This is an optimization exercise on Yosys and OpenROAD, whose aim is small area, not a production implementation.
At most, simulation tests tie the RTL to the original design; equivalence was not proved.
Function not checked in run 1: the RTL went through the layout flow alone.
No activity file was given, so power comes from the tool's default toggle rates. The flow treats the clock pin as an ideal source, which a real chip does not have.

==> design/flow/run.sh <==
#!/bin/bash
# synth_recipe.tcl (not shown) runs the flow's synth.tcl, then flattens the netlist and writes it again
# the make line also repeats each setting of config.mk as NAME=value (left out here)
make -C /OpenROAD-flow-scripts/flow DESIGN_CONFIG=/design/flow/config.mk WORK_HOME=/design/flow/orfs CLKGATE_MAP_FILE= SYNTH_SCRIPT=/design/flow/synth_recipe.tcl finish
==> design/flow/config.mk <==
export PLATFORM = sky130hd
export DESIGN_NAME = m8c_issp_target
export DESIGN_NICKNAME = m8c_issp_target
export VERILOG_FILES = /design/flow/design.v
export SDC_FILE = /design/flow/constraint.sdc
export NUM_CORES = 4
export LEC_CHECK = 0
export CAP_MARGIN = 20
export CORE_MARGIN = 2
export CORE_UTILIZATION = 40
export SLEW_MARGIN = 20
==> design/flow/constraint.sdc <==
create_clock -name core_clock -period 6.0 [get_ports {osc}]
set_input_delay 1.2000 -clock core_clock [delete_from_list [all_inputs] [get_ports {osc}]]
set_output_delay 1.2000 -clock core_clock [all_outputs]
set_load 0.01 [all_outputs]
==> design/flow/design.v <==
`default_nettype none
module m8c_issp_target #(
    parameter int          VEC_SIZE       = 22,
    parameter int          POR_HI_CYCLES  = 15000,
    parameter int          POR_LO_CYCLES  = 4,
    parameter int          EXEC_BUSY_CLKS = 8,
    parameter int          EXEC_ZERO_BITS = 40,
    parameter logic [7:0]  EXEC_REG       = 8'hFF
) (
    input  logic                osc,
    input  logic                rst_n,
    input  logic                vdd_on,
    input  logic                sclk,
    input  logic                sdata_in,
    output logic                sdata_out,
    output logic                sdata_oe,
    output logic                vec_valid,
    output logic [VEC_SIZE-1:0] vec_data,
    output logic                exec_pulse,
    input  logic [7:0]          dbg_addr,
    output logic [7:0]          dbg_data
);
    localparam logic [2:0] c_ST_OFF   = 3'd0;
    localparam logic [2:0] c_ST_PORHI = 3'd1;
    localparam logic [2:0] c_ST_PORLO = 3'd2;
    localparam logic [2:0] c_ST_SHIFT = 3'd3;
    localparam logic [2:0] c_ST_BUSY  = 3'd4;
    localparam logic [2:0] c_ST_READY = 3'd5;
    localparam logic [2:0] c_ST_ZERO  = 3'd6;
    localparam logic [13:0] c_SH_FIRST = 14'd12;
    localparam logic [13:0] c_POR_HI_LAST = 14'(POR_HI_CYCLES - 1);
    logic [2:0]   r_state;
    logic         r_sclk_s1, r_sclk_s2, r_sclk_d;
    logic         r_sd_s1, r_sd_s2;
    logic [13:0]  r_cnt;
    logic [20:0]  r_shift;
    logic [7:0]   r_rd_data;
    logic [8:0]   r_addr;        
    logic         r_is_read;
    logic [4:0]   r_phase;
    logic         r_pend;
    logic [3:0]   r_pend_ring;
    logic [4:0]   r_pend_k;
    logic [7:0]   r_pend_data;
    logic [255:0] r_ring [16];
    logic         w_rise, w_fall, w_bit, w_in_rd, w_rd_bit;
    logic         w_commit, w_we, w_exec_arm, w_ins;
    logic [21:0]  w_vec;
    always_ff @(posedge osc) begin
        if (!rst_n) begin
            r_sclk_s1 <= 1'b0;
            r_sclk_s2 <= 1'b0;
            r_sclk_d  <= 1'b0;
        end else begin
            r_sclk_s1 <= sclk;
            r_sclk_s2 <= r_sclk_s1;
            r_sclk_d  <= r_sclk_s2;
        end
        r_sd_s1 <= sdata_in;
        r_sd_s2 <= r_sd_s1;
    end
    assign w_rise = r_sclk_s2 & ~r_sclk_d;
    assign w_fall = ~r_sclk_s2 & r_sclk_d;
    assign w_bit  = sdata_oe ? sdata_out : r_sd_s2;
    assign w_vec  = {r_shift, w_bit};
    always_ff @(posedge osc) r_phase <= r_phase + 5'd1;
    assign w_ins = r_pend && (r_pend_k == ~r_phase);
    for (genvar g = 0; g < 16; g++) begin : g_ring
        always_ff @(posedge osc)
            r_ring[g] <= {r_ring[g][247:0],
                          (w_ins && r_pend_ring == 4'(g)) ? r_pend_data : r_ring[g][255:248]};
    end
    assign w_commit   = rst_n && vdd_on && (r_state == c_ST_SHIFT) && w_fall
                        && r_cnt[5] && r_cnt[0];
    assign w_we       = w_commit && w_vec[21] && !w_vec[19] && (w_vec[2:0] == 3'b111);
    assign w_exec_arm = w_we && w_vec[20] && (w_vec[18:11] == EXEC_REG);
    always_ff @(posedge osc) begin
        if (w_we) begin
            r_pend      <= 1'b1;
            r_pend_ring <= {w_vec[20], w_vec[18:16]};
            r_pend_k    <= w_vec[15:11];
            r_pend_data <= w_vec[10:3];
        end else if (w_ins) begin
            r_pend <= 1'b0;
        end
    end
    logic [4:0] w_dslot;
    logic [7:0] w_dring;
    logic       w_dhit;
    assign w_dslot = dbg_addr[4:0] + r_phase;
    always_comb begin
        w_dring = '0;
        for (int r = 0; r < 8; r++)
            for (int s = 0; s < 32; s++)
                if (dbg_addr[7:5] == 3'(r) && w_dslot == 5'(s))
                    w_dring = w_dring | r_ring[r][8*s +: 8];
    end
    assign w_dhit   = r_pend && !r_pend_ring[3] && (r_pend_ring[2:0] == dbg_addr[7:5])
                      && (r_pend_k == dbg_addr[4:0]);
    assign dbg_data = w_dhit ? r_pend_data : w_dring;
    logic [4:0] w_rel;
    logic       w_rhit;
    assign w_rel  = r_addr[4:0] + r_phase;
    assign w_rhit = r_pend && ({r_pend_ring, r_pend_k} == r_addr);
    for (genvar j = 0; j < 8; j++) begin : g_rd
        localparam int LG = (j == 7) ? 1 : (j >= 5) ? 2 : (j >= 1) ? 3 : 4;
        logic tap, en;
        always_comb begin
            tap = 1'b0;
            for (int r = 0; r < 16; r++)
                for (int s = 0; s < 32; s += (1 << LG))
                    if (r_addr[8:5] == 4'(r) && w_rel[4:LG] == 5'(s >> LG))
                        tap = tap | r_ring[r][8*s + j];
        end
        assign en = w_rhit || (w_rel[LG-1:0] == '0);
        always_ff @(posedge osc)
            if (en) r_rd_data[j] <= w_rhit ? r_pend_data[j] : tap;
    end
    assign w_in_rd  = r_is_read && (r_cnt[5:3] == 3'b011);
    assign w_rd_bit = r_rd_data[~r_cnt[2:0]];
    always_ff @(posedge osc) begin
        if (!rst_n) begin
            vec_data <= '0;
        end else if (w_commit) begin
            vec_data <= w_vec;
        end
    end
    always_ff @(posedge osc) begin
        if (!rst_n || !vdd_on) begin
            r_state    <= c_ST_OFF;
            sdata_oe   <= 1'b0;
            sdata_out  <= 1'b0;
            vec_valid  <= 1'b0;
            exec_pulse <= 1'b0;
        end else begin
            vec_valid  <= 1'b0;
            exec_pulse <= 1'b0;
            case (r_state)
                c_ST_OFF: begin
                    r_state   <= c_ST_PORHI;
                    sdata_oe  <= 1'b1;
                    sdata_out <= 1'b1;
                    r_cnt     <= '0;
                end
                c_ST_PORHI: begin
                    if ((r_cnt & c_POR_HI_LAST) == c_POR_HI_LAST) begin
                        r_state   <= c_ST_PORLO;
                        sdata_out <= 1'b0;
                        r_cnt     <= '0;
                    end else begin
                        r_cnt <= r_cnt + 14'd1;
                    end
                end
                c_ST_PORLO: begin
                    if (w_rise || (r_cnt[1] && r_cnt[0])) begin
                        r_state  <= c_ST_SHIFT;
                        sdata_oe <= 1'b0;
                        r_cnt    <= c_SH_FIRST;
                    end else begin
                        r_cnt <= r_cnt + 14'd1;
                    end
                end
                c_ST_SHIFT: begin
                    if (w_rise) begin
                        sdata_oe  <= w_in_rd;
                        sdata_out <= w_in_rd && w_rd_bit;
                    end
                    if (w_fall) begin
                        r_shift <= w_vec[20:0];
                        if (r_cnt[5:0] == 6'd22) begin
                            r_addr    <= {w_vec[9], w_vec[7:0]};
                            r_is_read <= w_vec[10] & w_vec[8];
                        end
                        if (r_cnt[5] && r_cnt[0]) begin
                            r_cnt     <= c_SH_FIRST;
                            vec_valid <= 1'b1;
                            if (w_exec_arm) begin
                                r_state   <= c_ST_BUSY;
                                sdata_oe  <= 1'b1;
                                sdata_out <= 1'b1;
                                r_cnt     <= '0;
                            end
                        end else begin
                            r_cnt <= r_cnt + 14'd1;
                        end
                    end
                end
                c_ST_BUSY: begin
                    if (w_fall) begin
                        if (r_cnt[2:0] == 3'd7) begin
                            r_state   <= c_ST_READY;
                            sdata_out <= 1'b0;
                            r_cnt     <= '0;
                        end else begin
                            r_cnt <= r_cnt + 14'd1;
                        end
                    end
                end
                c_ST_READY: begin
                    if (w_fall) begin
                        r_state  <= c_ST_ZERO;
                        sdata_oe <= 1'b0;
                    end
                end
                c_ST_ZERO: begin
                    if (w_fall) begin
                        if (r_cnt[5] && r_cnt[2] && r_cnt[1] && r_cnt[0]) begin
                            r_state    <= c_ST_SHIFT;
                            exec_pulse <= 1'b1;
                            r_cnt      <= c_SH_FIRST;
                        end else begin
                            r_cnt <= r_cnt + 14'd1;
                        end
                    end
                end
                default: begin
                    r_state  <= c_ST_OFF;
                    sdata_oe <= 1'b0;
                end
            endcase
        end
    end
endmodule
`default_nettype wire
==> impl_metrics.py, run 1 <==
metrics = {
    "run_status": {
        "outcome": "finished with violations",
        "violations": "negative setup slack",
    },
    "finish": {
        "finalInstanceArea_sq_um": 144000,
        "finish.utilization": 0.526,
        "nets": 9446,
        "fill_cells": 22400,
        "final_layout_size_suffix_gt1_frac": 0.267,
        "syn_to_final_growth_pct": 30.6,
    },
    "yosys": {
        "synth_common_cells": "dfxtp_1 (4136), a22oi_1 (567), nand2_1 (367), clkbuf_1 (279), nand3_1 (256)",
        "seq_area_frac_synth": 0.769,
        "synth-seq-cells": 4206,
        "synth_edf_count": 70,
        "synth_top_area_cell": "dfxtp_1",
        "synth_compound_area_frac": 0.122,
        "synth_cells": 8053,
        "synthAdderAreaFrac": 0.00172,
        "syn_area_per_cell_sq_um": 13.7,
        "syn-cell-area_sq_um": 110000,
        "synth-simple-area-share": 0.0639,
        "synth_most_common_cell": "dfxtp_1",
        "synthArstFlopShare": 0,
        "synth_top_family_by_area": "compound AO/OA/AOI/OAI gates",
        "muxShareOfSynthArea": 0.0214,
        "syn_nets": 8080,
        "yosys_warnings": 2,
        "synth_area_leaders": "dfxtp_1 (75%), a22oi_1 (3.9%), edfxtp_1 (1.9%)",
        "synth-xor-area-share": 0.00427,
        "synth_ff_type": "dfxtp_1",
        "ys_types": 97,
        "synth_top_area_share": 0.750,
    },
    "floorplanning": {
        "dieArea_sq_um": 280000,
        "ios": 47,
        "die_x_um": 529,
        "core_area_sq_um": 274000,
        "start_util": 0.403,
        "dieHeight_um": 529,
        "row_count": 192,
    },
    "cts": {
        "h-tree-depth": 5,
        "clk_latency_ps": 1060,
        "cts_sinks": 4206,
        "cts_tree": "built",
        "cts_hold_buffers": 0,
        "cts_buffers": 400,
        "root_buffer": "clkbuf_16",
        "clk_path_buf_depth": 4,
        "clkSlewWorstSetupHoldPaths_ps": 60,
    },
    "pwr": {
        "p_per_area_nw_per_um2": 393,
        "finalPower_w": 0.0567,
        "leakage_nw": 55.4,
        "peakVddDrop_mv": 0.341,
    },
    "critical_path": {
        "critPathKind": "in -> out",
        "crit_arrival_ps": 5490,
        "cp.required_ps": 4800,
        "cp_max_fo": 6,
        "crit_path_start_kind": "input port",
        "worst_setup_path_end_kind": "primary output",
    },
    "timing": {
        "skew_ps": 120,
        "rsz0062_at_grt": "true",
        "worst_pin_slew_ps": 1270,
        "max_slew_margin": 0.148,
        "setup-violations-final": 8,
        "finalSetupTns_ps": -4390,
        "timing.fmax_mhz": 149,
        "period_minus_slack_ps": 6690,
        "fin_ws_ps": -694,
        "drv_slew": 0,
        "final.period_utilization": 1.12,
        "hold_slack_ps": 261,
        "hold_violations": 0,
    },
    "global_routing": {
        "grt_pass1_vias": 81600,
        "antenna_found_initial": 152,
        "overflow": 0,
        "grt_pass1_wl_mm": 862,
        "grt_max_degree": 77,
        "grt_usage": 0.477,
    },
    "route": {
        "viasPerCell": 6.44,
        "wirelength_mm": 687,
        "num_vias": 87200,
        "ant_nets": 0,
        "first_pass_iters": 10,
        "drt-initial-drc-count": 15100,
        "drt-wirelength-per-cell_um": 50.8,
        "drc": 0,
    },
    "placement": {
        "dpl_cell_area_sq_um": 126000,
        "gp_congestion": 1.12,
        "hpwlAfterDp_mm": 517,
        "port_buffers": 46,
    },
    "min_path": {
        "min_path_type": "reg -> reg",
    },
    "flow_run": {
        "maxCapViolCount": 0,
    },
}
-- flip-flops by register name, indices dropped and copies added, names as in the netlist, 3 cells and up --
name,flops
r_addr,9
r_cnt,14
r_pend_data,8
r_pend_k,5
r_pend_ring,4
r_phase,5
r_rd_data,8
r_ring,4096
r_shift,21
r_state,3
vec_data,22
-- timing repair --
action                                  CTS  global route
endpoints found under the setup margin    8             8
pin swaps                               121            98
resized for setup                       419           139
setup buffers                           129            71
gates cloned                              2             1
-- report_power, final --
group	switching, W	internal (W)
sequential	0.0000127	0.0280
combinational	0.00111	0.000512
clock	0.0118	0.0153
-- final timing paths --
path	slack (ps)	from	to	depth (start not counted)
worst max-delay path	-690	dbg_addr[0]	dbg_data[6]	24
worst max register to register	310	r_phase[0]	r_rd_data[6]	18
worst min register to register	260	r_ring[3][118]	r_ring[3][126]	0
worst min-delay path	260	r_ring[3][118]	r_ring[3][126]	0
-- layout by cell type (no fill, tap or decap), types with 69 or more instances in the layout --
master / synthesis / layout
dfxtp_1: 4136 / 4135
buf_4: 6 / 1046
a22oi_1: 567 / 521
clkbuf_16: 0 / 404
nand2_1: 367 / 348
nand3_1: 256 / 246
buf_12: 0 / 191
nand4_1: 160 / 160
a22o_1: 156 / 154
a32oi_1: 161 / 152
mux2_2: 137 / 137
nor2_1: 141 / 119
a21oi_1: 118 / 105
diode_2: 0 / 103
buf_6: 1 / 100
o21ai_0: 108 / 99
a31oi_1: 87 / 84
clkbuf_8: 0 / 76
a221oi_1: 81 / 71
edfxtp_1: 70 / 70
a222oi_1: 69 / 69
-- final cells by class --
class / count / area [sq um] / share of cell area
Sequential cell: 4206 / 84900 / 0.589
Inverter: 20 / 77.6 / 0.000538
Clock inverter: 190 / 2770 / 0.0192
Antenna cell: 103 / 258 / 0.00179
Timing Repair Buffer: 1410 / 13800 / 0.0956
Multi-Input combinational cell: 3381 / 26400 / 0.183
Tap cell: 3686 / 4610 / 0.0320
Clock buffer: 542 / 11400 / 0.0789
-- per-stage QoR --
step / cells / worst slack (ps)
6_report: 13500 / -694
3_3_place_gp: 12500 / -3010
4_1_cts: 13400 / -622
2_1_floorplan: 8053 / 500
5_1_grt: 13400 / -626
3_5_place_dp: 12500 / -2480
-- worst max-delay path: stages --
cell and delay (ps):
buf_4 110, ha_4 160, inv_4 40, fa_2 340, buf_8 160, xnor2_4 160, buf_12 130, buf_12 120
buf_12 130, buf_8 120, buf_12 120, buf_12 120, nor3_4 480, buf_4 330, buf_4 170, buf_4 150
a22oi_1 90, a31oi_1 500, nor4_1 110, buf_4 180, o2111ai_1 140, nor4_4 80, a21oi_1 160, buf_4 140
-- logic make-up (layout without fill, tap and decap cells) --
group,Yosys count,in the layout
AOI/OAI and AO/OA,1757,1757
xor gates and xnor gates,47,47
adders and majority gates,14,14
buffers and inverters,466,2162
DFF,4206,4206
muxes,198,198
other,0,103
and+or+nand+nor,1365,1365
-- layer usage --
layer | GRT usage | part of all wire
met2 | 0.652 | 0.40
met3 | 0.194 | 0.13
met5 | 0.0114 | 0.0013
met4 | 0.392 | 0.10
met1 | 0.584 | 0.37
==> inputs of run 2 (changes only) <==
--- a/design/flow/design.v
+++ b/design/flow/design.v
@@ -65,9 +65,22 @@
     assign w_vec  = {r_shift, w_bit};
     always_ff @(posedge osc) r_phase <= r_phase + 5'd1;
+    logic [3:0] r_pl;
+    logic [7:0] r_ph;
+    always_comb begin
+        for (int i = 0; i < 4; i++) r_pl[i] = (r_phase[1:0] == 2'(i));
+        for (int i = 0; i < 8; i++) r_ph[i] = (r_phase[4:2] == 3'(i));
+    end
     assign w_ins = r_pend && (r_pend_k == ~r_phase);
     for (genvar g = 0; g < 16; g++) begin : g_ring
+        logic       ins, ins_n;
+        logic [7:0] d0;
+        assign ins   = w_ins && (r_pend_ring == 4'(g));
+        assign ins_n = ~ins;
+        for (genvar b = 0; b < 8; b++) begin : g_b
+            m8c_sel2 u_sel (.a(r_ring[g][248 + b]), .a_en(ins_n), .b(r_pend_data[b]), .b_en(ins),
+                            .y(d0[b]));
+        end
         always_ff @(posedge osc)
-            r_ring[g] <= {r_ring[g][247:0],
-                          (w_ins && r_pend_ring == 4'(g)) ? r_pend_data : r_ring[g][255:248]};
+            r_ring[g] <= {r_ring[g][247:0], d0};
     end
     assign w_commit   = rst_n && vdd_on && (r_state == c_ST_SHIFT) && w_fall
@@ -85,31 +98,75 @@
         end
     end
-    logic [4:0] w_dslot;
-    logic [7:0] w_dring;
-    logic       w_dhit;
-    assign w_dslot = dbg_addr[4:0] + r_phase;
+    logic [31:0] w_dsel;
+    logic [7:0]  w_drsel;
+    logic        w_dhit;
+    logic [3:0] w_kl, w_l;
+    logic [7:0] w_kh, w_h0, w_h;
+    logic       w_c;
     always_comb begin
-        w_dring = '0;
-        for (int r = 0; r < 8; r++)
-            for (int s = 0; s < 32; s++)
-                if (dbg_addr[7:5] == 3'(r) && w_dslot == 5'(s))
-                    w_dring = w_dring | r_ring[r][8*s +: 8];
+        for (int i = 0; i < 4; i++) w_kl[i] = (dbg_addr[1:0] == 2'(i));
+        for (int i = 0; i < 8; i++) w_kh[i] = (dbg_addr[4:2] == 3'(i));
+        for (int a = 0; a < 4; a++) begin
+            w_l[a] = 1'b0;
+            for (int i = 0; i < 4; i++) w_l[a] = w_l[a] | (w_kl[i] & r_pl[(a - i) & 3]);
+        end
+        w_c = 1'b0;
+        for (int i = 0; i < 4; i++)
+            for (int j = 0; j < 4; j++)
+                if (i + j >= 4) w_c = w_c | (w_kl[i] & r_pl[j]);
+        for (int b = 0; b < 8; b++) begin
+            w_h0[b] = 1'b0;
+            for (int i = 0; i < 8; i++) w_h0[b] = w_h0[b] | (w_kh[i] & r_ph[(b - i) & 7]);
+        end
+        for (int b = 0; b < 8; b++) w_h[b] = w_c ? w_h0[(b - 1) & 7] : w_h0[b];
+        for (int s = 0; s < 32; s++) w_dsel[s] = w_h[s >> 2] & w_l[s & 3] & !w_dhit;
+        for (int r = 0; r < 8; r++) w_drsel[r] = (dbg_addr[7:5] == 3'(r));
+    end
+    logic [7:0] w_dlvl1 [32];
+    for (genvar sl = 0; sl < 32; sl++) begin : g_ds
+        for (genvar b = 0; b < 8; b++) begin : g_db
+            logic [7:0] col;
+            for (genvar r = 0; r < 8; r++) begin : g_dr
+                assign col[r] = r_ring[r][8*sl + b];
+            end
+            m8c_ohmux #(.N(8)) u_mux (.d(col), .s(w_drsel), .y(w_dlvl1[sl][b]));
+        end
+    end
+    for (genvar b = 0; b < 8; b++) begin : g_db2
+        logic [32:0] col;
+        for (genvar sl = 0; sl < 32; sl++) begin : g_ds2
+            assign col[sl] = w_dlvl1[sl][b];
+        end
+        assign col[32] = r_pend_data[b];
+        m8c_ohmux #(.N(33)) u_mux (.d(col), .s({w_dhit, w_dsel}), .y(dbg_data[b]));
     end
     assign w_dhit   = r_pend && !r_pend_ring[3] && (r_pend_ring[2:0] == dbg_addr[7:5])
                       && (r_pend_k == dbg_addr[4:0]);
-    assign dbg_data = w_dhit ? r_pend_data : w_dring;
-    logic [4:0] w_rel;
-    logic       w_rhit;
+    logic [4:0]  w_rel;
+    logic        w_rhit;
+    logic [15:0] w_rrsel;
     assign w_rel  = r_addr[4:0] + r_phase;
     assign w_rhit = r_pend && ({r_pend_ring, r_pend_k} == r_addr);
+    always_comb
+        for (int r = 0; r < 16; r++) w_rrsel[r] = (r_addr[8:5] == 4'(r));
     for (genvar j = 0; j < 8; j++) begin : g_rd
         localparam int LG = (j == 7) ? 1 : (j >= 5) ? 2 : (j >= 1) ? 3 : 4;
-        logic tap, en;
-        always_comb begin
-            tap = 1'b0;
-            for (int r = 0; r < 16; r++)
-                for (int s = 0; s < 32; s += (1 << LG))
-                    if (r_addr[8:5] == 4'(r) && w_rel[4:LG] == 5'(s >> LG))
-                        tap = tap | r_ring[r][8*s + j];
+        localparam int NT = 32 >> LG;
+        logic [NT-1:0] tsel;
+        logic [NT-1:0] lvl1;
+        logic          tap, en;
+        always_comb
+            for (int t = 0; t < NT; t++) tsel[t] = (w_rel[4:LG] == (5-LG)'(t));
+        for (genvar t = 0; t < NT; t++) begin : g_rt
+            logic [15:0] col;
+            for (genvar r = 0; r < 16; r++) begin : g_rr
+                assign col[r] = r_ring[r][8*(t << LG) + j];
+            end
+            m8c_ohmux #(.N(16)) u_mux (.d(col), .s(w_rrsel), .y(lvl1[t]));
+        end
+        if (NT > 1) begin : g_l2
+            m8c_ohmux #(.N(NT)) u_mux2 (.d(lvl1), .s(tsel), .y(tap));
+        end else begin : g_l2
+            assign tap = lvl1[0];
         end
         assign en = w_rhit || (w_rel[LG-1:0] == '0);
@@ -222,3 +279,48 @@
     end
 endmodule
+module m8c_ohmux #(
+    parameter int N = 32
+) (
+    input  logic [N-1:0] d,
+    input  logic [N-1:0] s,
+    output logic         y
+);
+    localparam int G = N / 3;
+    localparam int R = N - 3 * G;
+    logic [(G > 0 ? G : 1)-1:0] g;
+    logic         rest;
+    if (G == 0) begin : g_none
+        assign g = 1'b1;
+    end
+    for (genvar k = 0; k < G; k++) begin : g_grp
+        m8c_aoi222 u_aoi (.a0(d[3*k]), .b0(s[3*k]), .a1(d[3*k+1]), .b1(s[3*k+1]),
+                          .a2(d[3*k+2]), .b2(s[3*k+2]), .y(g[k]));
+    end
+    if (R == 2) begin : g_r2
+        assign rest = (d[N-2] & s[N-2]) | (d[N-1] & s[N-1]);
+    end else if (R == 1) begin : g_r1
+        assign rest = d[N-1] & s[N-1];
+    end else begin : g_r0
+        assign rest = 1'b0;
+    end
+    assign y = ~(&g) | rest;
+endmodule
+module m8c_sel2 (
+    input  logic a, a_en, b, b_en,
+    output logic y
+);
+    assign y = (a & a_en) | (b & b_en);
+endmodule
+module m8c_aoi222 (
+    input  logic a0, b0, a1, b1, a2, b2,
+    output logic y
+);
+    assign y = ~((a0 & b0) | (a1 & b1) | (a2 & b2));
+endmodule
+module m8c_aoi22 (
+    input  logic a0, b0, a1, b1,
+    output logic y
+);
+    assign y = ~((a0 & b0) | (a1 & b1));
+endmodule
 `default_nettype wire
--- a/design/flow/config.mk
+++ b/design/flow/config.mk
@@ -8,4 +8,9 @@
 export CAP_MARGIN = 20
 export CORE_MARGIN = 2
-export CORE_UTILIZATION = 40
+export CORE_UTILIZATION = 60
+export CTS_BUF_LIST = sky130_fd_sc_hd__clkbuf_16
+export CTS_CLUSTER_DIAMETER = 60
+export CTS_CLUSTER_SIZE = 30
+export SETUP_SLACK_MARGIN = 0.2
 export SLEW_MARGIN = 20
+export SYNTH_HIERARCHICAL = 1
==> run 2 against run 1 <==
  * Now clean on timing, DRC and antenna
  * Flip-flop and latch count unchanged
  * Worst setup slack better by 820 ps
  * Utilization up 16 points
  * Highest routed layer unchanged
==> impl_metrics.py, run 2 <==
metrics = {
    "run_status": {
        "outcome": "timing/DRC/antenna clean",
    },
    "finish": {
        "nets": 7064,
        "max_flop_register": "r_ring",
        "largest_reg_flops": 4096,
        "top_regs": "r_ring: 4096 flops, vec_data: 22 flops, r_shift: 21 flops",
        "finish.utilization": 0.682,
        "syn_to_final_growth_pct": 13.1,
        "layout_common_cells": "dfxtp_1 (4134), a222oi_1 (863), buf_4 (349)",
        "final_layout_size_suffix_gt1_frac": 0.112,
        "final_common_cell": "dfxtp_1",
    },
    "global_routing": {
        "grt_pass1_wl_mm": 390,
        "grt_usage": 0.308,
        "antenna_found_initial": 22,
        "overflow": 0,
        "grt_pass1_vias": 56000,
        "grt_max_degree": 96,
    },
    "cts": {
        "clk_path_buf_depth": 3,
        "cts_buffers": 186,
        "clk_latency_ps": 870,
        "cts_hold_buffers": 0,
        "cts_tree": "built",
        "clkSlewWorstSetupHoldPaths_ps": 100,
        "cts_sinks": 4206,
        "h-tree-depth": 4,
        "root_buffer": "clkbuf_16",
    },
    "pwr": {
        "switchingPower_w": 0.00913,
        "p_per_area_nw_per_um2": 380,
        "p_sw_frac": 0.208,
        "p_int_w": 0.0347,
        "peakVddDrop_mv": 0.346,
        "seqPwrFrac": 0.638,
        "leakage_nw": 44.0,
        "p_clk_frac": 0.353,
        "comb_power_share": 0.009,
        "finalPower_w": 0.0439,
    },
    "floorplanning": {
        "core_area_sq_um": 169000,
        "start_util": 0.604,
        "die_x_um": 417,
        "row_count": 151,
        "dieArea_sq_um": 174000,
        "dieHeight_um": 417,
        "ios": 47,
    },
    "critical_path": {
        "cp_max_fo": 54,
        "slowest_stage": "a222oi_1",
        "path_buf_inv": 4,
        "crit_path_start_kind": "input port",
        "cp.required_ps": 4800,
        "critPathKind": "in -> out",
        "cp_common_cell": "a222oi_1",
        "cpPeakStageDelay_ps": 530,
        "worst_setup_path_end_kind": "primary output",
        "crit_chain": "clkdlybuf4s50_1 -> buf_4 -> and3b_4 -> buf_12 -> a222oi_1 -> nand3_1 -> a222oi_1 -> nand4_1 -> or3_4 -> clkdlybuf4s15_2",
        "critPathTopFamily": "simple AND/OR/NAND/NOR gates",
        "crit_arrival_ps": 4680,
    },
    "timing": {
        "hold_violations": 0,
        "fin_ws_ps": 124,
        "rsz0062_at_grt": "true",
        "worst_pin_slew_ps": 1230,
        "period_minus_slack_ps": 5880,
        "skew_ps": 32.3,
        "drv_slew": 0,
        "setup-violations-final": 0,
        "max_slew_margin": 0.180,
        "timing.fmax_mhz": 170,
        "final.period_utilization": 0.979,
    },
    "route": {
        "drc": 0,
        "drt-wirelength-per-cell_um": 29.0,
        "wirelength_mm": 272,
        "ant_nets": 0,
        "first_pass_iters": 15,
        "viasPerCell": 6.21,
        "drt-initial-drc-count": 9880,
        "num_vias": 58300,
    },
    "yosys": {
        "syn-cell-area_sq_um": 102000,
        "synth_area_leaders": "dfxtp_1 (81%), a222oi_1 (8.5%), edfxtp_1 (2.1%)",
        "synth_most_common_cell": "dfxtp_1",
        "synthArstFlopShare": 0,
        "seq_area_frac_synth": 0.831,
        "synth_cells": 6437,
        "yosys_warnings": 10,
        "syn_nets": 6462,
        "synth_top_area_share": 0.810,
        "synth_edf_count": 70,
        "ys_types": 70,
        "synth_top_area_cell": "dfxtp_1",
        "syn_area_per_cell_sq_um": 15.9,
        "synth_common_cells": "dfxtp_1 (4136), a222oi_1 (863), nand3_1 (286), a22oi_1 (258)",
        "synth-seq-cells": 4206,
        "synth_ff_type": "dfxtp_1",
    },
    "placement": {
        "port_buffers": 46,
        "hpwlAfterDp_mm": 182,
        "gp_congestion": 0.976,
        "pre_cts_ws_ps": -321,
    },
    "flow_run": {
        "maxCapViolCount": 0,
    },
    "min_path": {
        "min_path_type": "reg -> reg",
    },
}
[run 2: Yosys stat by module, one instance, submodules excluded, excerpt]
module | copies in the design | flops+latches
m8c_issp_target | 1 | 4206
m8c_aoi222 | 863 | 0
m8c_sel2 | 128 | 0
[run 2: timing repair]
item,4_1_cts,5_1_grt
cloned,0,1
gates resized for setup,53,7
pin swaps,26,17
setup buffers,1,3
setup endpoints to repair,8,8
[run 2: final timing paths]
| kind | from | cells after the start | slack, ps | to |
|---|---|---|---|---|
| worst max-delay path | dbg_addr[6] | 10 | 120 | dbg_data[2] |
| worst min-delay path | r_ring[12][246] | 0 | 320 | r_ring[12][254] |
| worst max register to register | r_phase[2] | 8 | 1220 | r_ring[2][7] |
| worst min register to register | r_ring[12][246] | 0 | 320 | r_ring[12][254] |
[run 2: power groups by stage]
stage                     clock [W]  combinational [W]  sequential (W)
after floorplan                   0           0.000180          0.0286
after global placement            0           0.000387          0.0286
after detailed placement          0           0.000391          0.0286
after CTS                    0.0157           0.000393          0.0280
after global routing         0.0167           0.000421          0.0280
final                        0.0155           0.000407          0.0280
[run 2: through the flow]
step	instance area [sq um]	instances	hold slack (ps)	TNS, ps
4_1_cts	115000	9372	321	0
5_1_grt	116000	9380	323	0
6_report	116000	9386	317	0
2_1_floorplan	102000	6437	310	-15540
3_5_place_dp	109000	9061	312	-2350
3_3_place_gp	109000	9057	310	-2190
[run 2: metal layers]
layer / share of wire / track usage / wire, um
met5: 0.00034 / 0 / 92
met4: 0.040 / 0.112 / 10900
met3: 0.096 / 0.0672 / 26100
met2: 0.42 / 0.445 / 114000
met1: 0.45 / 0.457 / 121000
[run 2: cells by family (layout without fill, tap and decap cells)]
group                    after synthesis  in the layout  synth area share
AO/OA/AOI/OAI                       1334           1334             0.120
XOR/XNOR                              44             44           0.00385
multiplexers                          17             17           0.00251
buffers and inverters                 74            798           0.00301
adder cells (fa/ha/maj)               12             12           0.00154
other                                  0              7                 0
AND/OR/NAND/NOR                      750            750            0.0377
flip-flops                          4206           4206             0.831
[run 2: worst reg2reg max path: stages (launching register included)]
cell	delay (ps)
dfxtp_1	720
buf_4	300
xnor2_1	90
nor4_1	310
nand3_1	270
nor3_1	900
nand2_1	860
inv_1	910
a22o_1	340
[run 2: area by class of cell]
class                           instances  area [sq um]
Timing Repair Buffer                  454          4160
Tap cell                             2218          2780
Antenna cell                            7          17.5
Multi-Input combinational cell       2157         17300
Inverter                               34           128
Clock buffer                          192          4800
Fill cell                           11800         53800
Clock inverter                        118          1440
Sequential cell                      4206         84900
==> inputs of run 3 (changes only) <==
==> design/flow/flow/run.sh (new file) <==
#!/bin/bash
# The standard layout (standard.sh), with one change: clock tree synthesis
# runs without dummy loads (-dont_use_dummy_load). The clustering settings are
# the same as config.mk's CTS_* settings. make's full output goes to flow.log;
# each ORFS step also keeps its own log under orfs/logs/.
set -euo pipefail
export CTS_ARGS="-sink_clustering_enable -repair_clock_nets -dont_use_dummy_load -sink_clustering_size 30 -sink_clustering_max_diameter 60 -buf_list sky130_fd_sc_hd__clkbuf_16"
bash standard.sh finish > flow.log 2>&1
==> design/flow/standard.sh (new file) <==
#!/bin/bash
# synth_recipe.tcl (not shown) runs the flow's synth.tcl, then flattens the netlist and writes it again
# the make line also repeats each setting of config.mk as NAME=value (left out here)
make -C /OpenROAD-flow-scripts/flow DESIGN_CONFIG=/design/flow/config.mk WORK_HOME=/design/flow/orfs CLKGATE_MAP_FILE= SYNTH_SCRIPT=/design/flow/synth_recipe.tcl "${@:-finish}"
--- a/design/flow/config.mk
+++ b/design/flow/config.mk
@@ -8,5 +8,5 @@
 export CAP_MARGIN = 20
 export CORE_MARGIN = 2
-export CORE_UTILIZATION = 60
+export CORE_UTILIZATION = 70
 export CTS_BUF_LIST = sky130_fd_sc_hd__clkbuf_16
 export CTS_CLUSTER_DIAMETER = 60
removed: design/flow/run.sh
==> run 3 against run 2 <==
  * Register-to-register slack better by 160 ps
  * Still clean
  * Synthesized cell count stayed put
  * Global-route usage is 4.6 points higher
  * Die area is 14% lower
  * Maximum frequency is 1.1% higher
  * Sequential share of layout area is 2.1 points higher
  * Largest cell class unchanged
  * Cell area is 2.8% lower
  * Critical path depth is 3 higher
  * Routed wire length is 1.5% lower
  * Clock power is 15% lower
  * Count of clock-buffer cells in the layout is 17 lower
  * Utilization is 9.1 points higher
==> impl_metrics.py, run 3 <==
metrics = {
    "finish": {
        "top_regs": "r_ring: 4096 flops, vec_data: 22 flops, r_shift: 21 flops",
        "final_common_cell": "dfxtp_1",
        "max_flop_register": "r_ring",
        "seqCellArea_sq_um": 84900,
        "fin_cells": 8819,
        "nets": 6920,
        "layout_common_cells": "dfxtp_1 (4134), a222oi_1 (863), nand3_1 (286)",
        "multiInputGateArea_sq_um": 17400,
        "final_layout_size_suffix_gt1_frac": 0.0820,
        "largest_reg_flops": 4096,
        "syn_to_final_growth_pct": 9.89,
        "fill_cells": 8415,
    },
    "yosys": {
        "synth_edf_count": 70,
        "syn-cell-area_sq_um": 102000,
        "synth_area_leaders": "dfxtp_1 (81%), a222oi_1 (8.5%), edfxtp_1 (2.1%)",
        "synthArstFlopShare": 0,
        "synth_cells": 6437,
        "synth-seq-cells": 4206,
        "seq_area_frac_synth": 0.831,
        "synth_most_common_cell": "dfxtp_1",
        "synth_top_area_share": 0.810,
        "syn_nets": 6462,
        "syn_area_per_cell_sq_um": 15.9,
        "ys_types": 70,
        "synth_ff_type": "dfxtp_1",
        "yosys_warnings": 10,
        "synth_common_cells": "dfxtp_1 (4136), a222oi_1 (863), nand3_1 (286), a22oi_1 (258)",
        "synth_top_area_cell": "dfxtp_1",
    },
    "critical_path": {
        "path_buf_inv": 4,
        "slowest_stage": "nor4b_4",
        "critPathTopFamily": "simple AND/OR/NAND/NOR gates",
        "critPathKind": "in -> out",
        "crit_chain": "clkdlybuf4s15_2 -> xor2_1 -> nor4_1 -> nand4_1 -> nor4b_4 -> buf_4 -> nand2b_4 -> buf_8 -> nor2_1 -> a222oi_1 -> nand4_1 -> or3_4 -> dlygate4sd2_1",
        "cp_common_cell": "nand4_1",
        "crit_path_start_kind": "input port",
        "worst_setup_path_end_kind": "primary output",
        "cp_max_fo": 7,
        "crit_arrival_ps": 4610,
        "cpPeakStageDelay_ps": 470,
        "cp.required_ps": 4800,
    },
    "floorplanning": {
        "row_count": 140,
        "start_util": 0.704,
        "core_area_sq_um": 145000,
        "dieArea_sq_um": 149000,
        "dieHeight_um": 386,
        "ios": 47,
        "die_x_um": 386,
    },
    "pwr": {
        "finalPower_w": 0.0414,
        "leakage_nw": 42.4,
        "peakVddDrop_mv": 0.332,
        "p_per_area_nw_per_um2": 369,
    },
    "timing": {
        "max_slew_margin": 0.165,
        "rsz0062_at_grt": "false",
        "skew_ps": 91.7,
        "hold_violations": 0,
        "timing.fmax_mhz": 172,
        "drv_slew": 0,
        "period_minus_slack_ps": 5810,
        "worst_pin_slew_ps": 1250,
        "fin_ws_ps": 189,
        "final.period_utilization": 0.968,
        "setup-violations-final": 0,
    },
    "placement": {
        "gp_congestion": 0.960,
        "pre_cts_ws_ps": -637,
        "dp.cells": 8626,
        "port_buffers": 46,
        "hpwlAfterDp_mm": 174,
    },
    "cts": {
        "clk_path_buf_depth": 3,
        "h-tree-depth": 4,
        "root_buffer": "clkbuf_16",
        "cts_buffers": 175,
        "clk_latency_ps": 850,
        "cts_hold_buffers": 0,
        "cts_tree": "built",
        "cts_sinks": 4206,
        "clkSlewWorstSetupHoldPaths_ps": 110,
    },
    "global_routing": {
        "antenna_found_initial": 27,
        "overflow": 0,
        "grt_max_degree": 82,
        "grt_usage": 0.354,
        "grt_pass1_wl_mm": 384,
        "grt_pass1_vias": 57300,
    },
    "route": {
        "ant_nets": 0,
        "drc": 0,
        "drt-initial-drc-count": 10300,
        "first_pass_iters": 14,
        "drt-wirelength-per-cell_um": 30.4,
        "wirelength_mm": 268,
        "num_vias": 58300,
        "viasPerCell": 6.61,
    },
    "min_path": {
        "min_path_type": "reg -> reg",
    },
    "flow_run": {
        "maxCapViolCount": 0,
    },
    "run_status": {
        "outcome": "timing/DRC/antenna clean",
    },
}
-- run 3: cell counts after synthesis --
Identical to the previous run, type by type.
-- run 3: cell type report --
type,count,share of cell area
multi-input cells,2157,0.155
clock buffers,175,0.0390
repair buffers,321,0.0274
flip-flops and latches,4206,0.756
inverters,34,0.00114
diodes,9,0.000201
well taps,1917,0.0214
-- run 3: per-module statistics from Yosys (local to each module, per instance), excerpt --
module           times used  flops+latches  cell area [sq um]
m8c_aoi222              863              0               10.0
m8c_issp_target           1           4206              88100
m8c_sel2                128              0               8.76
-- run 3: power by group --
part	leakage, nW	switching (W)	internal, W
Clock	2.16	0.00782	0.00524
Combinational	6.31	0.000274	0.000118
Sequential	33.9	0.0000161	0.0280
-- run 3: per-layer routing --
metal,vias up,GRT usage,part of all wire
met5,-,0,0.00068
met4,22,0.142,0.045
met3,583,0.0848,0.11
met2,3279,0.536,0.44
met1,29000,0.494,0.41
li1,25500,-,-
-- run 3: cell families (layout without fill, tap and decap cells) --
family / Yosys count / count (layout) / share of synthesized area
AOI/OAI and AO/OA: 1334 / 1334 / 0.120
and+or+nand+nor: 750 / 750 / 0.0377
muxes: 17 / 17 / 0.00251
DFF: 4206 / 4206 / 0.831
other: 0 / 9 / 0
buffers and inverters: 74 / 530 / 0.00301
adders and majority gates: 12 / 12 / 0.00154
xor gates and xnor gates: 44 / 44 / 0.00385
-- run 3: timing repair --
item,in CTS,in global routing
pin swaps,28,25
buffers inserted,4,2
endpoints found under the setup margin,8,8
gates resized for setup,60,18
-- run 3: per-stage QoR --
step | instance area [sq um] | setup TNS, ps | utilization | hold WS (ps)
floorplan | 102000 | -15540 | - | 310
global placement | 108000 | -4410 | 0.741 | 309
detailed placement | 108000 | -4580 | 0.741 | 312
CTS | 112000 | 0 | 0.773 | 275
global route | 112000 | 0 | 0.773 | 271
finish | 112000 | 0 | 0.773 | 269
-- run 3: final timing paths --
check,cells past startpoint,startpoint,to,slack [ps]
min,0,r_ring[15][27],r_ring[15][35],270
max reg2reg,11,r_addr[5],r_rd_data[7],1380
max,13,dbg_addr[6],dbg_data[4],190
min reg2reg,0,r_ring[15][27],r_ring[15][35],270
==> inputs of run 4 (changes only) <==
--- a/design/flow/design.v
+++ b/design/flow/design.v
@@ -39,5 +39,4 @@
     logic         r_is_read;
     logic [4:0]   r_phase;
-    logic         r_pend;
     logic [3:0]   r_pend_ring;
     logic [4:0]   r_pend_k;
@@ -71,5 +70,5 @@
         for (int i = 0; i < 8; i++) r_ph[i] = (r_phase[4:2] == 3'(i));
     end
-    assign w_ins = r_pend && (r_pend_k == ~r_phase);
+    assign w_ins = (r_pend_k == ~r_phase);
     for (genvar g = 0; g < 16; g++) begin : g_ring
         logic       ins, ins_n;
@@ -90,10 +89,7 @@
     always_ff @(posedge osc) begin
         if (w_we) begin
-            r_pend      <= 1'b1;
             r_pend_ring <= {w_vec[20], w_vec[18:16]};
             r_pend_k    <= w_vec[15:11];
             r_pend_data <= w_vec[10:3];
-        end else if (w_ins) begin
-            r_pend <= 1'b0;
         end
     end
@@ -141,39 +137,37 @@
         m8c_ohmux #(.N(33)) u_mux (.d(col), .s({w_dhit, w_dsel}), .y(dbg_data[b]));
     end
-    assign w_dhit   = r_pend && !r_pend_ring[3] && (r_pend_ring[2:0] == dbg_addr[7:5])
+    assign w_dhit   = !r_pend_ring[3] && (r_pend_ring[2:0] == dbg_addr[7:5])
                       && (r_pend_k == dbg_addr[4:0]);
     logic [4:0]  w_rel;
+    logic [31:0] w_reldec;
     logic        w_rhit;
     logic [15:0] w_rrsel;
+    logic [7:0]  w_rd_nx;
     assign w_rel  = r_addr[4:0] + r_phase;
-    assign w_rhit = r_pend && ({r_pend_ring, r_pend_k} == r_addr);
-    always_comb
+    assign w_rhit = ({r_pend_ring, r_pend_k} == r_addr);
+    always_comb begin
         for (int r = 0; r < 16; r++) w_rrsel[r] = (r_addr[8:5] == 4'(r));
+        for (int t = 0; t < 32; t++) w_reldec[t] = (w_rel == 5'(t));
+    end
     for (genvar j = 0; j < 8; j++) begin : g_rd
-        localparam int LG = (j == 7) ? 1 : (j >= 5) ? 2 : (j >= 1) ? 3 : 4;
-        localparam int NT = 32 >> LG;
+        localparam int SP = 2 * (8 - j) + 1;
+        localparam int NT = (32 + SP - 1) / SP;
         logic [NT-1:0] tsel;
         logic [NT-1:0] lvl1;
-        logic          tap, en;
-        always_comb
-            for (int t = 0; t < NT; t++) tsel[t] = (w_rel[4:LG] == (5-LG)'(t));
+        logic          tap;
         for (genvar t = 0; t < NT; t++) begin : g_rt
             logic [15:0] col;
             for (genvar r = 0; r < 16; r++) begin : g_rr
-                assign col[r] = r_ring[r][8*(t << LG) + j];
+                assign col[r] = r_ring[r][8*(t*SP) + j];
             end
+            assign tsel[t] = w_reldec[t*SP];
             m8c_ohmux #(.N(16)) u_mux (.d(col), .s(w_rrsel), .y(lvl1[t]));
         end
-        if (NT > 1) begin : g_l2
-            m8c_ohmux #(.N(NT)) u_mux2 (.d(lvl1), .s(tsel), .y(tap));
-        end else begin : g_l2
-            assign tap = lvl1[0];
-        end
-        assign en = w_rhit || (w_rel[LG-1:0] == '0);
-        always_ff @(posedge osc)
-            if (en) r_rd_data[j] <= w_rhit ? r_pend_data[j] : tap;
+        m8c_ohmux #(.N(NT)) u_mux2 (.d(lvl1), .s(tsel), .y(tap));
+        assign w_rd_nx[j] = w_rhit ? r_pend_data[j] : (|tsel) ? tap : r_rd_data[j];
     end
+    always_ff @(posedge osc) r_rd_data <= w_rd_nx;
     assign w_in_rd  = r_is_read && (r_cnt[5:3] == 3'b011);
-    assign w_rd_bit = r_rd_data[~r_cnt[2:0]];
+    assign w_rd_bit = w_rd_nx[~r_cnt[2:0]];
     always_ff @(posedge osc) begin
         if (!rst_n) begin
==> run 4 against run 3 <==
  * Still clean on timing, DRC and antenna
  * Synthesized area down 0.59%
  * Clock skew up 4.3 ps
  * Power down 0.48%
  * Global-route usage down 1.8 points
  * Via count down 3.4%
  * Routed wire length down 5.6%
  * Highest routed layer unchanged
==> impl_metrics.py, run 4 <==
metrics = {
    "finish": {
        "top_regs": "r_ring: 4096 flops, vec_data: 22 flops, r_shift: 21 flops",
        "seqCellArea_sq_um": 84800,
        "finish.utilization": 0.771,
        "fill_cells": 8280,
        "largest_reg_flops": 4096,
        "multiInputGateArea_sq_um": 16900,
        "final_common_cell": "dfxtp_1",
        "layout_common_cells": "dfxtp_1 (4142), a222oi_1 (800), nand3_1 (287)",
        "max_flop_register": "r_ring",
        "finalInstanceArea_sq_um": 111000,
        "syn_to_final_growth_pct": 9.22,
        "nets": 6781,
        "final_layout_size_suffix_gt1_frac": 0.0656,
    },
    "floorplanning": {
        "dieHeight_um": 385,
        "core_area_sq_um": 144000,
        "die_x_um": 385,
        "row_count": 139,
        "dieArea_sq_um": 148000,
        "ios": 47,
        "start_util": 0.706,
    },
    "yosys": {
        "synth_most_common_cell": "dfxtp_1",
        "synth_edf_count": 62,
        "synth-seq-cells": 4205,
        "synth_top_area_cell": "dfxtp_1",
        "seq_area_frac_synth": 0.835,
        "synth_ff_type": "dfxtp_1",
        "syn_area_per_cell_sq_um": 15.9,
        "syn-cell-area_sq_um": 102000,
        "synthArstFlopShare": 0,
        "ys_types": 72,
        "yosys_warnings": 10,
        "synth_top_area_share": 0.817,
        "syn_nets": 6423,
        "synth_area_leaders": "dfxtp_1 (82%), a222oi_1 (7.9%), a22oi_1 (1.9%)",
        "synth_cells": 6398,
        "synth_common_cells": "dfxtp_1 (4143), a222oi_1 (800), nand3_1 (288), a22oi_1 (261), nand2_1 (135)",
    },
    "critical_path": {
        "crit_path_start_kind": "input port",
        "reg2reg_depth": 12,
        "cp_max_fo": 5,
        "crit_arrival_ps": 4610,
        "critPathKind": "in -> out",
        "cp.required_ps": 4800,
        "worst_setup_path_end_kind": "primary output",
    },
    "global_routing": {
        "antenna_found_initial": 29,
        "grt_usage": 0.335,
        "grt_pass1_wl_mm": 365,
        "grt_max_degree": 129,
        "overflow": 0,
        "grt_pass1_vias": 55000,
    },
    "min_path": {
        "hold_depth": 0,
        "min_path_type": "reg -> reg",
    },
    "cts": {
        "cts_tree": "built",
        "clk_latency_ps": 830,
        "clkSlewWorstSetupHoldPaths_ps": 100,
        "cts_sinks": 4205,
        "h-tree-depth": 4,
        "root_buffer": "clkbuf_16",
        "clk_path_buf_depth": 3,
        "cts_buffers": 172,
    },
    "route": {
        "ant_nets": 0,
        "drc": 0,
        "wirelength_mm": 253,
        "drt-wirelength-per-cell_um": 29.2,
        "num_vias": 56300,
        "drt-initial-drc-count": 9802,
        "first_pass_iters": 14,
        "viasPerCell": 6.50,
    },
    "pwr": {
        "peakVddDrop_mv": 0.324,
        "seqPwrFrac": 0.678,
        "p_per_area_nw_per_um2": 372,
        "p_sw_frac": 0.195,
        "leakage_nw": 41.9,
        "p_int_w": 0.0332,
        "p_clk_frac": 0.313,
        "comb_power_share": 0.009,
        "switchingPower_w": 0.00803,
    },
    "placement": {
        "gp_congestion": 0.943,
        "hpwlAfterDp_mm": 162,
        "dpl_cell_area_sq_um": 106000,
        "port_buffers": 46,
    },
    "flow_run": {
        "maxCapViolCount": 0,
    },
    "timing": {
        "setup-violations-final": 0,
        "skew_ps": 96.0,
        "timing.fmax_mhz": 172,
        "hold_violations": 0,
        "rsz0062_at_grt": "true",
        "period_minus_slack_ps": 5810,
        "worst_pin_slew_ps": 1250,
        "finalSetupTns_ps": 0,
        "drv_slew": 0,
        "max_slew_margin": 0.166,
        "final.period_utilization": 0.968,
    },
    "run_status": {
        "outcome": "timing/DRC/antenna clean",
    },
}
==> run 4: cells by family after synthesis <==
logic type,Yosys count,synth area share
adder cells (fa/ha/maj),12,0.00155
AO/OA/AOI/OAI,1306,0.117
multiplexers,16,0.00214
flip-flops,4205,0.835
XOR/XNOR,54,0.00527
AND/OR/NAND/NOR,726,0.0359
buffers and inverters,79,0.00301
==> run 4: final timing paths <==
path	start	end	slack (ps)
worst max-delay path	dbg_addr[5]	dbg_data[3]	190
worst min-delay path	r_ring[0][10]	r_ring[0][18]	290
worst max register to register	r_addr[5]	sdata_out	1270
worst min register to register	r_ring[0][10]	r_ring[0][18]	290
==> run 4: metrics by stage <==
step	hold slack (ps)	setup WS (ps)	power [W]	instances
floorplan	310	-1970	0.0288	6398
global placement	309	-1130	0.0290	8451
detailed placement	312	-557	0.0290	8463
CTS	283	195	0.0414	8646
global route	287	150	0.0423	8660
finish	288	190	0.0412	8663
==> run 4: Yosys stat by module, one instance, submodules excluded, a selection <==
module	flip-flops and latches	area [sq um]	copies in the design	cells
m8c_aoi222	0	10.0	800	1
m8c_issp_target	4205	88400	1	4801
m8c_sel2	0	8.76	128	1
==> run 4: metal layers <==
layer	track usage	share of wire	vias up
li1	-	-	24900
met1	0.476	0.41	27800
met2	0.504	0.44	3043
met3	0.0803	0.11	566
met4	0.126	0.042	12
met5	0.00747	0.00089	-
==> run 4: power by group through the flow <==
stage,Clock (W),Sequential [W],Combinational [W]
floorplan,0,0.0286,0.000184
global placement,0,0.0286,0.000331
detailed placement,0,0.0286,0.000337
CTS,0.0130,0.0280,0.000349
global route,0.0139,0.0280,0.000376
finish,0.0129,0.0280,0.000365
==> run 4: critical path, stage by stage <==
cell             delay (ps)
clkdlybuf4s50_1         500
xnor2_1                 150
nand3_2                 170
or4_4                   570
buf_12                  170
nand2_4                 120
nor2_4                   90
buf_8                   180
a222oi_1                510
nand4_1                 160
or3_4                   460
dlygate4sd2_1           300
==> run 4: repair_timing <==
action,CTS,global route
pin swaps,28,39
hold buffers,0,0
setup buffers,10,3
cloned,1,0
resized for setup,61,21
endpoints found under the setup margin,8,8
==> run 4: area by class of cell <==
type                    count  share of cell area
flip-flops and latches   4205               0.764
multi-input cells        2114               0.153
clock buffers             172              0.0388
well taps                1903              0.0215
repair buffers            223              0.0213
inverters                  40             0.00135
diodes                      6            0.000135
==> inputs of run 5 (changes only) <==
==> design/flow/flow/run.sh (replaced) <==
#!/bin/bash
# The standard layout (standard.sh), with one change: clock tree synthesis
# runs without dummy loads (-dont_use_dummy_load). The clustering settings are
# the same as config.mk's CTS_* settings. make's full output goes to flow.log;
# each ORFS step also keeps its own log under orfs/logs/.
set -euo pipefail
export CTS_ARGS="-sink_clustering_enable -repair_clock_nets -dont_use_dummy_load -sink_clustering_size 30 -sink_clustering_max_diameter 80 -buf_list sky130_fd_sc_hd__clkbuf_16"
bash standard.sh finish > flow.log 2>&1
--- a/design/flow/config.mk
+++ b/design/flow/config.mk
@@ -10,5 +10,5 @@
 export CORE_UTILIZATION = 70
 export CTS_BUF_LIST = sky130_fd_sc_hd__clkbuf_16
-export CTS_CLUSTER_DIAMETER = 60
+export CTS_CLUSTER_DIAMETER = 80
 export CTS_CLUSTER_SIZE = 30
 export SETUP_SLACK_MARGIN = 0.2
==> run 5 against run 4 <==
  * Still clean
  * Clock power shrank 3%
  * First-iteration DRC count shrank 2.1%
  * Synthesized cell count is the same
  * Worst setup slack gained 50 ps
  * Highest routed layer unchanged
==> impl_metrics.py, run 5 <==
metrics = {
    "critical_path": {
        "crit_arrival_ps": 4560,
        "cp_max_fo": 5,
        "worst_setup_path_end_kind": "primary output",
        "reg2reg_depth": 12,
        "r2r-end": "sdata_out",
        "critPathKind": "in -> out",
        "r2r_start": "r_addr[5]",
        "cp.required_ps": 4800,
        "r2r_setup_slack_ps": 1250,
        "crit_path_start_kind": "input port",
    },
    "timing": {
        "setup-violations-final": 0,
        "finalSetupTns_ps": 0,
        "final.period_utilization": 0.960,
        "max_slew_margin": 0.116,
        "worst_pin_slew_ps": 1330,
        "drv_slew": 0,
        "skew_ps": 77.1,
        "timing.fmax_mhz": 174,
        "hold_violations": 0,
        "period_minus_slack_ps": 5760,
        "rsz0062_at_grt": "false",
    },
    "yosys": {
        "synth_common_cells": "dfxtp_1 (4143), a222oi_1 (800), nand3_1 (288), a22oi_1 (261), nand2_1 (135)",
        "syn_area_per_cell_sq_um": 15.9,
        "synth_area_leaders": "dfxtp_1 (82%), a222oi_1 (7.9%), a22oi_1 (1.9%)",
        "yosys_warnings": 10,
        "synthArstFlopShare": 0,
        "synth_most_common_cell": "dfxtp_1",
        "synth_cells": 6398,
        "synth_edf_count": 62,
        "ys_types": 72,
        "syn_nets": 6423,
        "syn-cell-area_sq_um": 102000,
        "synth_ff_type": "dfxtp_1",
        "synth_top_area_cell": "dfxtp_1",
        "synth-seq-cells": 4205,
        "synth_top_area_share": 0.817,
        "seq_area_frac_synth": 0.835,
    },
    "global_routing": {
        "grt_max_degree": 129,
        "overflow": 0,
        "grt_usage": 0.336,
        "grt_pass1_vias": 54800,
        "antenna_found_initial": 27,
        "grt_pass1_wl_mm": 365,
    },
    "flow_run": {
        "maxCapViolCount": 0,
    },
    "pwr": {
        "leakage_nw": 41.9,
        "p_per_area_nw_per_um2": 369,
        "peakVddDrop_mv": 0.396,
    },
    "route": {
        "num_vias": 56400,
        "viasPerCell": 6.51,
        "drt-wirelength-per-cell_um": 29.2,
        "wirelength_mm": 253,
        "ant_nets": 0,
        "drt-initial-drc-count": 9594,
        "drc": 0,
        "first_pass_iters": 15,
    },
    "floorplanning": {
        "die_x_um": 385,
        "ios": 47,
        "row_count": 139,
        "dieArea_sq_um": 148000,
        "core_area_sq_um": 144000,
        "start_util": 0.706,
        "dieHeight_um": 385,
    },
    "min_path": {
        "hold_depth": 0,
        "hp-start": "r_ring[13][218]",
        "min_path_type": "reg -> reg",
        "hold_end": "r_ring[13][226]",
    },
    "finish": {
        "final_common_cell": "dfxtp_1",
        "final_layout_size_suffix_gt1_frac": 0.0657,
        "finish.utilization": 0.770,
        "fin_cells": 8660,
        "layout_common_cells": "dfxtp_1 (4141), a222oi_1 (800), nand3_1 (287)",
        "multiInputGateArea_sq_um": 17000,
        "top_regs": "r_ring: 4096 flops, vec_data: 22 flops, r_shift: 21 flops",
        "seqCellArea_sq_um": 84800,
        "max_flop_register": "r_ring",
        "nets": 6780,
        "largest_reg_flops": 4096,
        "fill_cells": 8296,
        "finalInstanceArea_sq_um": 111000,
        "syn_to_final_growth_pct": 9.03,
    },
    "cts": {
        "clkSlewWorstSetupHoldPaths_ps": 110,
        "clk_path_buf_depth": 3,
        "root_buffer": "clkbuf_16",
        "cts_tree": "built",
        "h-tree-depth": 4,
        "cts_hold_buffers": 0,
        "clk_latency_ps": 830,
        "cts_buffers": 159,
        "cts_sinks": 4205,
    },
    "placement": {
        "port_buffers": 46,
        "dpl_cell_area_sq_um": 106000,
        "gp_congestion": 0.943,
        "dp.cells": 8463,
        "hpwlAfterDp_mm": 162,
    },
    "run_status": {
        "outcome": "timing/DRC/antenna clean",
    },
}
-- run 5: worst max-delay path, stage by stage --
cell             delay [ps]
clkdlybuf4s50_1         470
buf_6                   140
buf_4                   150
xnor2_4                 120
mux2i_2                 110
o211ai_1                190
o21ai_1                 120
a22oi_2                 280
buf_4                   170
nor2_4                   80
buf_6                   170
a222oi_1                360
nand4_1                 190
or3_4                   470
dlygate4sd2_1           310
-- run 5: worst max path at each step --
stage	startpoint	to	slack, ps
2_1_floorplan	dbg_addr[6]	dbg_data[0]	-1970
5_1_grt	dbg_addr[1]	dbg_data[0]	190
6_report	dbg_addr[2]	dbg_data[3]	240
3_3_place_gp	dbg_addr[1]	dbg_data[2]	-1130
4_1_cts	dbg_addr[2]	dbg_data[3]	200
3_5_place_dp	dbg_addr[1]	dbg_data[2]	-560
-- run 5: layout make-up --
type,instances,area share
Antenna cell,4,0.0000904
Sequential cell,4205,0.766
Clock buffer,159,0.0359
Multi-Input combinational cell,2115,0.153
Tap cell,1903,0.0215
Inverter,40,0.00136
Timing Repair Buffer,234,0.0220
-- run 5: kinds of logic (layout without fill, tap and decap cells) --
logic type                 count (synthesis)  count (layout)  share of synthesized area
DFF                                     4205            4205                      0.835
AOI/OAI and AO/OA                       1306            1306                      0.117
and+or+nand+nor                          726             727                     0.0359
buffers and inverters                     79             433                    0.00301
xor gates and xnor gates                  54              54                    0.00527
muxes                                     16              16                    0.00214
adders and majority gates                 12              12                    0.00155
other                                      0               4                          0
-- run 5: what timing repair did --
action                     CTS  global route
cloned                       2             1
setup endpoints to repair    8             8
pin swaps                   26            32
setup buffers                8            17
gates resized for setup     58            27
-- run 5: modules after synthesis (local to each module, per instance), excerpt --
module           flops+latches  copies in the design
m8c_issp_target           4205                     1
m8c_aoi222                   0                   800
m8c_sel2                     0                   128
-- run 5: layer usage --
layer  part of all wire  track usage  up-vias
met5             0.0011            0        -
met4              0.046        0.132       18
met3               0.11       0.0849      609
met2               0.43        0.502     3101
met1               0.41        0.473    27800
li1                   -            -    24900
-- run 5: stage by stage --
step	power [W]	hold slack (ps)	setup WS (ps)
global placement	0.0290	309	-1130
finish	0.0409	290	241
floorplan	0.0288	310	-1970
CTS	0.0409	293	201
global route	0.0419	291	187
detailed placement	0.0290	312	-557
-- run 5: power by group --
group          internal (W)  total (W)  leakage (nW)  switching, W
Sequential           0.0280     0.0280          33.9     0.0000165
Combinational     0.0000984   0.000369          6.00      0.000271
Clock               0.00479     0.0125          1.96       0.00771
==> inputs of run 6 (changes only) <==
==> design/flow/flow/run.sh (replaced) <==
#!/bin/bash
# The standard layout (standard.sh) with two changes:
#  - clock tree synthesis runs without dummy loads (-dont_use_dummy_load);
#    its clustering settings are config.mk's CTS_* settings;
#  - the buffer that global placement puts on every input and output port is
#    sky130_fd_sc_hd__buf_2 instead of the flow's default pick.
# make's full output goes to flow.log; each ORFS step also keeps its own log
# under orfs/logs/.
set -euo pipefail
export CTS_ARGS="-sink_clustering_enable -repair_clock_nets -dont_use_dummy_load -sink_clustering_size 30 -sink_clustering_max_diameter 80 -buf_list sky130_fd_sc_hd__clkbuf_16"
export BUFFER_PORTS_ARGS="-buffer_cell sky130_fd_sc_hd__buf_2"
bash standard.sh finish > flow.log 2>&1
==> run 6 against run 5 <==
  * Now fails the layout checks on antenna violations
  * Register-to-register slack better by 50 ps
  * Clock power hardly changed
  * Routed wire length is 0.95% higher
  * Count of clock-buffer cells in the layout is 1 higher
  * Flip-flop and latch count stayed put
  * Die area stayed put
  * Global-route usage is 0.45 points higher
  * Cell area is 0.98% lower
  * Utilization is 0.75 points lower
  * Critical path depth is 2 lower
  * Hold slack worse by 26 ps
  * Sequential power hardly changed
==> impl_metrics.py, run 6 <==
metrics = {
    "finish": {
        "final_layout_size_suffix_gt1_frac": 0.0614,
        "fin_cells": 8614,
        "nets": 6726,
        "final_common_cell": "dfxtp_1",
        "finish.utilization": 0.762,
        "syn_to_final_growth_pct": 7.97,
        "max_flop_register": "r_ring",
        "layout_common_cells": "dfxtp_1 (4142), a222oi_1 (800), nand3_1 (288)",
        "finalInstanceArea_sq_um": 110000,
        "largest_reg_flops": 4096,
        "multiInputGateArea_sq_um": 16700,
        "top_regs": "r_ring: 4096 flops, vec_data: 22 flops, r_shift: 21 flops",
        "seqCellArea_sq_um": 84800,
        "fill_cells": 8408,
    },
    "global_routing": {
        "grt_usage": 0.340,
        "overflow": 0,
        "antenna_found_initial": 22,
        "grt_pass1_vias": 54400,
        "grt_pass1_wl_mm": 368,
        "grt_max_degree": 132,
    },
    "cts": {
        "clkSlewWorstSetupHoldPaths_ps": 110,
        "clk_latency_ps": 840,
        "root_buffer": "clkbuf_16",
        "cts_tree": "built",
        "h-tree-depth": 4,
        "cts_buffers": 160,
        "clk_path_buf_depth": 3,
        "cts_sinks": 4205,
        "cts_hold_buffers": 0,
    },
    "yosys": {
        "ys_types": 72,
        "synth_cells": 6398,
        "seq_area_frac_synth": 0.835,
        "synth_area_leaders": "dfxtp_1 (82%), a222oi_1 (7.9%), a22oi_1 (1.9%)",
        "synth_most_common_cell": "dfxtp_1",
        "synth_common_cells": "dfxtp_1 (4143), a222oi_1 (800), nand3_1 (288), a22oi_1 (261), nand2_1 (135)",
        "syn-cell-area_sq_um": 102000,
        "synth_top_area_cell": "dfxtp_1",
        "synth_ff_type": "dfxtp_1",
        "synth_edf_count": 62,
        "muxShareOfSynthArea": 0.00214,
        "syn_nets": 6423,
        "synthAdderAreaFrac": 0.00155,
        "synth-seq-cells": 4205,
        "yosys_warnings": 10,
        "synthArstFlopShare": 0,
        "synth_top_area_share": 0.817,
        "synth-simple-area-share": 0.0359,
        "synth_top_family_by_area": "compound AO/OA/AOI/OAI gates",
        "syn_area_per_cell_sq_um": 15.9,
        "synth_compound_area_frac": 0.117,
        "synth-xor-area-share": 0.00527,
    },
    "route": {
        "wirelength_mm": 255,
        "viasPerCell": 6.57,
        "drt-wirelength-per-cell_um": 29.7,
        "num_vias": 56600,
        "drc": 0,
        "first_pass_iters": 15,
        "ant_nets": 1,
        "drt-initial-drc-count": 10800,
    },
    "critical_path": {
        "cp_max_fo": 8,
        "reg2reg_depth": 12,
        "worst_setup_path_end_kind": "primary output",
        "cp.required_ps": 4800,
        "critPathKind": "reg -> out",
        "crit_chain": "inv_1 -> ha_1 -> a21oi_2 -> o21ai_4 -> or2_2 -> mux2_2 -> nand2b_1 -> o21ai_0 -> nor2b_1 -> a222oi_1 -> nand4_1 -> or3_4 -> buf_2",
        "r2r_setup_slack_ps": 1300,
        "cpPeakStageDelay_ps": 930,
        "r2r_start": "r_addr[6]",
        "r2r-end": "sdata_out",
        "crit_path_start_kind": "flop",
        "crit_arrival_ps": 4500,
        "slowest_stage": "nor2b_1",
    },
    "run_status": {
        "violations": "antenna violations",
        "outcome": "finished with violations",
    },
    "timing": {
        "hold_violations": 0,
        "timing.fmax_mhz": 176,
        "period_minus_slack_ps": 5700,
        "setup-violations-final": 0,
        "final.period_utilization": 0.949,
        "rsz0062_at_grt": "false",
        "drv_slew": 0,
        "skew_ps": 97.1,
        "max_slew_margin": 0.0970,
        "hold_slack_ps": 264,
        "worst_pin_slew_ps": 1350,
    },
    "placement": {
        "dpl_cell_area_sq_um": 106000,
        "dp.cells": 8437,
        "port_buffers": 46,
        "hpwlAfterDp_mm": 166,
        "gp_congestion": 1.04,
    },
    "min_path": {
        "min_path_type": "reg -> reg",
        "hold_depth": 0,
        "hold_end": "r_ring[8][79]",
        "hp-start": "r_ring[8][71]",
    },
    "pwr": {
        "finalPower_w": 0.0408,
        "peakVddDrop_mv": 0.353,
        "p_per_area_nw_per_um2": 372,
        "leakage_nw": 41.5,
    },
    "floorplanning": {
        "dieHeight_um": 385,
        "core_area_sq_um": 144000,
        "ios": 47,
        "dieArea_sq_um": 148000,
        "die_x_um": 385,
        "start_util": 0.706,
        "row_count": 139,
    },
    "flow_run": {
        "maxCapViolCount": 0,
    },
}
==> run 6: cell counts after synthesis <==
Identical to the previous run, type by type.
==> run 6: final cells by class <==
| type | instances | share of cell area |
|---|---|---|
| sequential | 4205 | 0.773 |
| timing repair buffer | 180 | 0.0141 |
| antenna | 12 | 0.000274 |
| tap | 1903 | 0.0217 |
| inverter | 40 | 0.00137 |
| clock buffer | 160 | 0.0365 |
| multi-input combinational | 2114 | 0.153 |
==> run 6: report_power, final <==
group	internal [W]	switching [W]	leakage [nW]	total, W
combinational	0.0000721	0.000264	5.64	0.000336
clock	0.00482	0.00766	1.97	0.0125
sequential	0.0280	0.0000163	33.9	0.0280
==> run 6: metal layers <==
layer | GRT usage | vias up | routed length (um)
li1 | - | 24800 | -
met1 | 0.486 | 27900 | 105000
met2 | 0.499 | 3254 | 109000
met3 | 0.0936 | 646 | 29900
met4 | 0.127 | 16 | 10700
met5 | 0.000325 | - | 84
==> run 6: repair_timing <==
action	in CTS	in global routing
setup endpoints to repair	8	8
pin swaps	1	5
resized for setup	10	13
buffers inserted	0	0
==> run 6: per-module statistics from Yosys (local to each module, per instance), a selection <==
module | times used | area (sq um)
m8c_issp_target | 1 | 88400
m8c_sel2 | 128 | 8.76
m8c_aoi222 | 800 | 10.0
==> run 6: how the worst max path moves through the flow <==
stage | from | end | slack, ps | depth (start not counted)
global route | r_phase[0] | dbg_data[5] | 210 | 14
detailed placement | dbg_addr[1] | dbg_data[7] | 60 | 14
floorplan | dbg_addr[6] | dbg_data[0] | -1970 | 7
finish | r_phase[0] | dbg_data[7] | 300 | 13
CTS | r_phase[0] | dbg_data[7] | 230 | 13
global placement | dbg_addr[1] | dbg_data[7] | -40 | 13
==> run 6: cells by family (layout without fill, tap and decap cells) <==
kind of cell | after synthesis | after routing
AOI/OAI and AO/OA | 1306 | 1306
buffers and inverters | 79 | 380
muxes | 16 | 16
DFF | 4205 | 4205
other | 0 | 12
xor gates and xnor gates | 54 | 54
adders and majority gates | 12 | 12
and+or+nand+nor | 726 | 726
==> run 6: critical path, delay by kind of cell, from the launching register on <==
family,cells,cell delay (ps)
adders and majority gates,1,270
and+or+nand+nor,5,1810
AOI/OAI and AO/OA,4,670
muxes,1,290
DFF,1,430
buffers and inverters,2,240
==> run 6: stage by stage <==
| step | setup slack, ps | TNS [ps] |
|---|---|---|
| 6_report | 303 | 0 |
| 4_1_cts | 227 | 0 |
| 3_3_place_gp | -37.2 | -37.2 |
| 5_1_grt | 211 | 0 |
| 2_1_floorplan | -1970 | -15550 |
| 3_5_place_dp | 56.5 | 0 |

==> port drivers added, routing unchanged <==
In the flow no input, the clock included, has a driving cell. The finished layouts below were timed again as built, in two steps. Step 1, drivers: a clkbuf_16 drives osc and a buf_2 each remaining input, both assumed. Step 2 times the ports against the registers' clock, not the clock port: input delays grow and output delays shrink by t, the midpoint of the rising clock arrivals with the driver on. a / b / c = no drivers / after step 1 / after step 2; a / b = the first two.
run | t, ns | setup slack, ns | hold WS [ns] | worst register clock-pin slew, ns | worst data-port slew with drivers (ns)
run 1 | 1.098 | -0.694 / -0.797 / -0.723 | 0.261 / 0.261 / 0.261 | 0.08 / 0.08 | 0.06
run 2 | 0.952 | 0.124 / -0.025 / -0.025 | 0.317 / 0.317 / 0.317 | 0.11 / 0.11 | 0.15
run 3 | 0.892 | 0.189 / 0.128 / 0.128 | 0.269 / 0.269 / 0.269 | 0.11 / 0.11 | 0.09
run 4 | 0.872 | 0.190 / -0.023 / -0.023 | 0.288 / 0.288 / 0.288 | 0.11 / 0.11 | 0.21
run 5 | 0.871 | 0.241 / 0.196 / 0.196 | 0.290 / 0.290 / 0.290 | 0.12 / 0.12 | 0.22
run 6 | 0.872 | 0.303 / 0.220 / 0.246 | 0.264 / 0.264 / 0.264 | 0.11 / 0.11 | 0.20
With both steps, setup timing fails in run 2 and run 4, where it was met with ideal ports. The setup slack of run 4, which loses most, moves by -0.213 ns with the drivers and by -0.213 ns with both steps.
